From an optimization exercise on the open Yosys and OpenROAD flow, aimed at small area, a short achievable clock period and few clock cycles; shortcuts taken in it are not production practice.
At most, simulation tests tie the RTL to the original design; equivalence was not proved.

==> flow/design.v (excerpt) <==
module mandel_render_top #(
	parameter int SCREEN_W = 64,
	parameter int SCREEN_H = 48,
	parameter int MAX_ITER = 256,
	parameter int NUM_LANES = 2,
	parameter fixed_point_pkg::fixed_t BASE_STEP = 27'sd393216,
	parameter int ZOOM_MAX = 8
) (
	input  logic clk,
	input  logic reset,
	input  logic zoom_in_i,
	input  logic zoom_out_i,
	input  logic pan_left_i,
	input  logic pan_right_i,
	input  logic pan_up_i,
	input  logic pan_down_i,
	output logic psel_o,
	output logic penable_o,
	output logic pwrite_o,
	output logic [18:0] paddr_o,
	output logic [7:0] pwdata_o,
	input  logic pready_i,
	output logic frame_done_o
);
Settings: LEC_CHECK=0, CAP_MARGIN=65, CORE_MARGIN=2, CORE_UTILIZATION=40, CTS_CLUSTER_DIAMETER=110, CTS_CLUSTER_SIZE=28, SLEW_MARGIN=65; clock period 15.0 ns.
run.sh (not shown) runs the stock make flow with config.mk's settings and CLKGATE_MAP_FILE= SYNTH_SCRIPT=/design/flow/synth_recipe.tcl, a recipe that flattens the netlist after the stock synthesis.
Testbench counts at the start, summed over its fixed seeds: cycles 3,488,163.
Next try:
- CTS_BUF_LIST: unset -> sky130_fd_sc_hd__clkbuf_8
- CTS_CLUSTER_DIAMETER: 110 -> unset
- CTS_CLUSTER_SIZE: 28 -> unset
- The changed run ran to the end with no violations
- fmax drops by 3.8%
- setup slack got worse by 0.19 ns
- clock-buffer cell count climbs by 161
Next try:
- CTS_BUF_LIST: sky130_fd_sc_hd__clkbuf_8 -> unset
Outcome: Setup slack gets better by 0.19 ns. Cell count shrinks by 1.2%. Global-route usage went down by 0.22 points. Core utilization is about the same. Final area barely changes. Sequential share of layout area stays flat. Routed wire length went down by 0.57%. Critical path depth is unchanged. Clock skew increases by 0.032 ns.
Next try:
- CTS_CLUSTER_DIAMETER: unset -> 60
- CTS_CLUSTER_SIZE: unset -> 25
Setup slack gets worse by 0.013 ns.
Wire length shrinks by 0.48%.
Die area is unchanged.
Global-route usage is about the same.
First-iteration DRC count grows by 1.2%.
Worst hold slack gets worse by 0.019 ns.
Count of clock-buffer cells in the layout shrinks by 56.

========
== build 34 ==
Starting RTL as in the previous note.
clock: 15.0 ns
lec_check: 0
cap_margin: 50
core_margin: 2
core_utilization: 40
slew_margin: 50
Testbench counts of build 34, summed over its fixed seeds: cycles 3,488,163.
#### Input delta (build 90 over build 34)
Settings: an added CTS_CLUSTER_SIZE of 24; a change of CAP_MARGIN from 50 to 65; an added CTS_CLUSTER_DIAMETER of 100; a change of SLEW_MARGIN from 50 to 65.
Notes after the runs:
The run showing the greater total routing usage reported by global routing is build 34. | worst-margin pin slew | higher: build 34 |. In terms of total length of routed met2 wires, build 90 and build 34 differ only marginally.
> inputs changed (build 90 -> build 19)
Settings: CTS_CLUSTER_SIZE no longer set, was 24; CAP_MARGIN now 20, was 65; SLEW_MARGIN now 20, was 65; CTS_CLUSTER_DIAMETER no longer set, was 100.
[summary]
- Compared with build 90, amount of wire on met3 after detailed routing in build 19 increased by a few percent.
- There was hardly any difference in final-layout worst hold slack between build 90 and build 19.
- [build 19] final critical path time including I/O delays and setup rose 0.35 ns relative to build 90
- Cell count after placement delta (build 19 -> build 90): insignificant
- Build 19 vs build 90: core utilization up
- Compared with build 90, build 19 shows a higher final period utilization.
- The worst path buffer plus inverter count reported for build 19 is greater than that of build 90 by 2.

========
## v6
Another version of the RTL of mandel_render_top (not shown whole).
Size in the first run: ~1,100 flip-flops, about 72,000 um^2 of cells after synthesis.
==> flow/design.v (excerpt) <==
module mandel_render_top #(
	parameter int SCREEN_W = 64,
	parameter int SCREEN_H = 48,
	parameter int MAX_ITER = 256,
	parameter int NUM_LANES = 2,
	parameter fixed_point_pkg::fixed_t BASE_STEP = 27'sd393216,
	parameter int ZOOM_MAX = 8
) (
	input  logic clk,
	input  logic reset,
	input  logic zoom_in_i,
	input  logic zoom_out_i,
	input  logic pan_left_i,
	input  logic pan_right_i,
	input  logic pan_up_i,
	input  logic pan_down_i,
	output logic psel_o,
	output logic penable_o,
	output logic pwrite_o,
	output logic [18:0] paddr_o,
	output logic [7:0] pwdata_o,
	input  logic pready_i,
	output logic frame_done_o
);
clock: 15.0 ns
lec_check: 0
cap_margin: 20
core_margin: 2
core_utilization: 40
slew_margin: 20
v6: all stages complete, timing, DRC and antenna checks passed
Relative to v6, the following input files were edited for v7:
# v6
export LEC_CHECK = 0
export CAP_MARGIN = 20
export CORE_MARGIN = 2
export CORE_UTILIZATION = 40
export SLEW_MARGIN = 20
create_clock -name core_clock -period 15.0 [get_ports {clk}]
# v7
export LEC_CHECK = 0
export CAP_MARGIN = 50
export CORE_MARGIN = 2
export CORE_UTILIZATION = 40
export SLEW_MARGIN = 50
create_clock -name core_clock -period 15.0 [get_ports {clk}]
==> comparison <==
- There was hardly any difference in layout-stage area growth over the synthesis result between v7 and v6.
- In the metrics for v7 and v6, the one carrying the lower routed wire length is v6.
- Between v7 and v6, worst endpoint required time is higher for v7, v6 comes in under that.
- In terms of sequential share of layout area, v6 and v7 differ only marginally.
- Any difference in met3 demand-to-capacity share in global routing between v6 and v7 is small enough to ignore.
- For detailed-routed wire length on met3, dividing the value from v7 by the value from v6 gives 1.08.
- v7 -> v6: utilization flat
- v6 completed end to end with timing, DRC and antenna clean.
- v7 finished all stages; the layout is clean.
No run of this note included a check of the RTL's function; only the layout flow was run.

========
## job 7296
mandel_render_top, a different RTL version from the one above (not shown whole).
Size in the first run: about 6900 cells after synthesis, roughly 640 flip-flops, roughly 40 I/O pins, ~0.062 mm² of cells after synthesis.
clock: 15.0 ns
lec_check: 0
cap_margin: 20
core_margin: 2
core_utilization: 40
slew_margin: 20
Testbench counts of job 7296, summed over its fixed seeds: cycles 3,485,962.
Edits applied to the flow inputs when going from job 7296 to job 6880:
- swapping 20 for 80 in SLEW_MARGIN
- swapping 20 for 80 in CAP_MARGIN
[summary]
Count of inserted antenna diode cells (job 6880 over job 7296): increase, 2. Delta(register share of the cell area, job 6880 - job 7296) < 0. Across job 7296 and job 6880, none had a timing, DRC or antenna violation.
Relative to job 6880, the following input files were edited for job 3801:
- SLEW_MARGIN changed from 80 to 95
- CAP_MARGIN changed from 80 to 95
==> notes.md <==
Stage in which a tool error killed job 3801: detailed placement (3_5_place_dp).
Diff job 3801..job 6880 | count of cell types in the netlist | unchanged
Re count of mapped cells out of synthesis: no difference whatsoever between job 3801 and job 6880.
Number of storage elements in the synthesis netlist: job 6880 vs job 3801 identical
Post-synthesis instance area came out exactly the same in job 6880 and job 3801.

[what the ideal ports hide]
The flow's constraints put no driver on any port. The routed layouts listed below were extracted and timed again, unchanged, in two steps. Step 1, drivers: a clkbuf_16 drives clk and a buf_2 each remaining input, both assumed. Step 2, shift: input delay + t, output delay - t, t = (earliest + latest rising clock arrival at the registers) / 2. This alone moves slack from input paths to output paths. Slacks: ideal ports / drivers / drivers and shift; pairs: ideal ports / drivers.
| run | shift t [ns] | setup slack, ns | hold WS [ns] | worst data-port slew with drivers (ns) |
|---|---|---|---|---|
| the first run of note 1 | 0.785 | 10.217 / 10.191 / 10.134 | 0.300 / 0.300 / 0.300 | 0.03 |
| the second run of note 1 | 1.014 | 10.029 / 9.949 / 10.132 | 0.297 / 0.297 / 0.297 | 0.03 |
| the third run of note 1 | 0.826 | 10.221 / 10.144 / 10.137 | 0.293 / 0.293 / 0.293 | 0.03 |
| the fourth run of note 1 | 0.809 | 10.208 / 10.158 / 10.140 | 0.274 / 0.274 / 0.274 | 0.03 |
| build 34 | 0.850 | 10.091 / 10.091 / 9.958 | 0.274 / 0.274 / 0.274 | 0.04 |
| build 90 | 0.802 | 10.220 / 10.145 / 10.141 | 0.276 / 0.276 / 0.276 | 0.03 |
| build 19 | 0.846 | 9.873 / 9.873 / 9.873 | 0.277 / 0.277 / 0.277 | 0.03 |
| v6 | 0.828 | 9.636 / 9.636 / 9.235 | 0.305 / 0.305 / 0.305 | 0.04 |
| v7 | 0.837 | 9.729 / 9.729 / 9.545 | 0.298 / 0.298 / 0.298 | 0.04 |
| job 7296 | 0.738 | 8.318 / 8.318 / 8.318 | 0.316 / 0.316 / 0.316 | 0.05 |
| job 6880 | 0.724 | 9.364 / 9.364 / 9.364 | 0.320 / 0.320 / 0.320 | 0.05 |
After both steps setup and hold are still met in every run listed. The setup slack of v6, which loses most, moves by 0.000 ns with the drivers and by -0.401 ns with both steps.
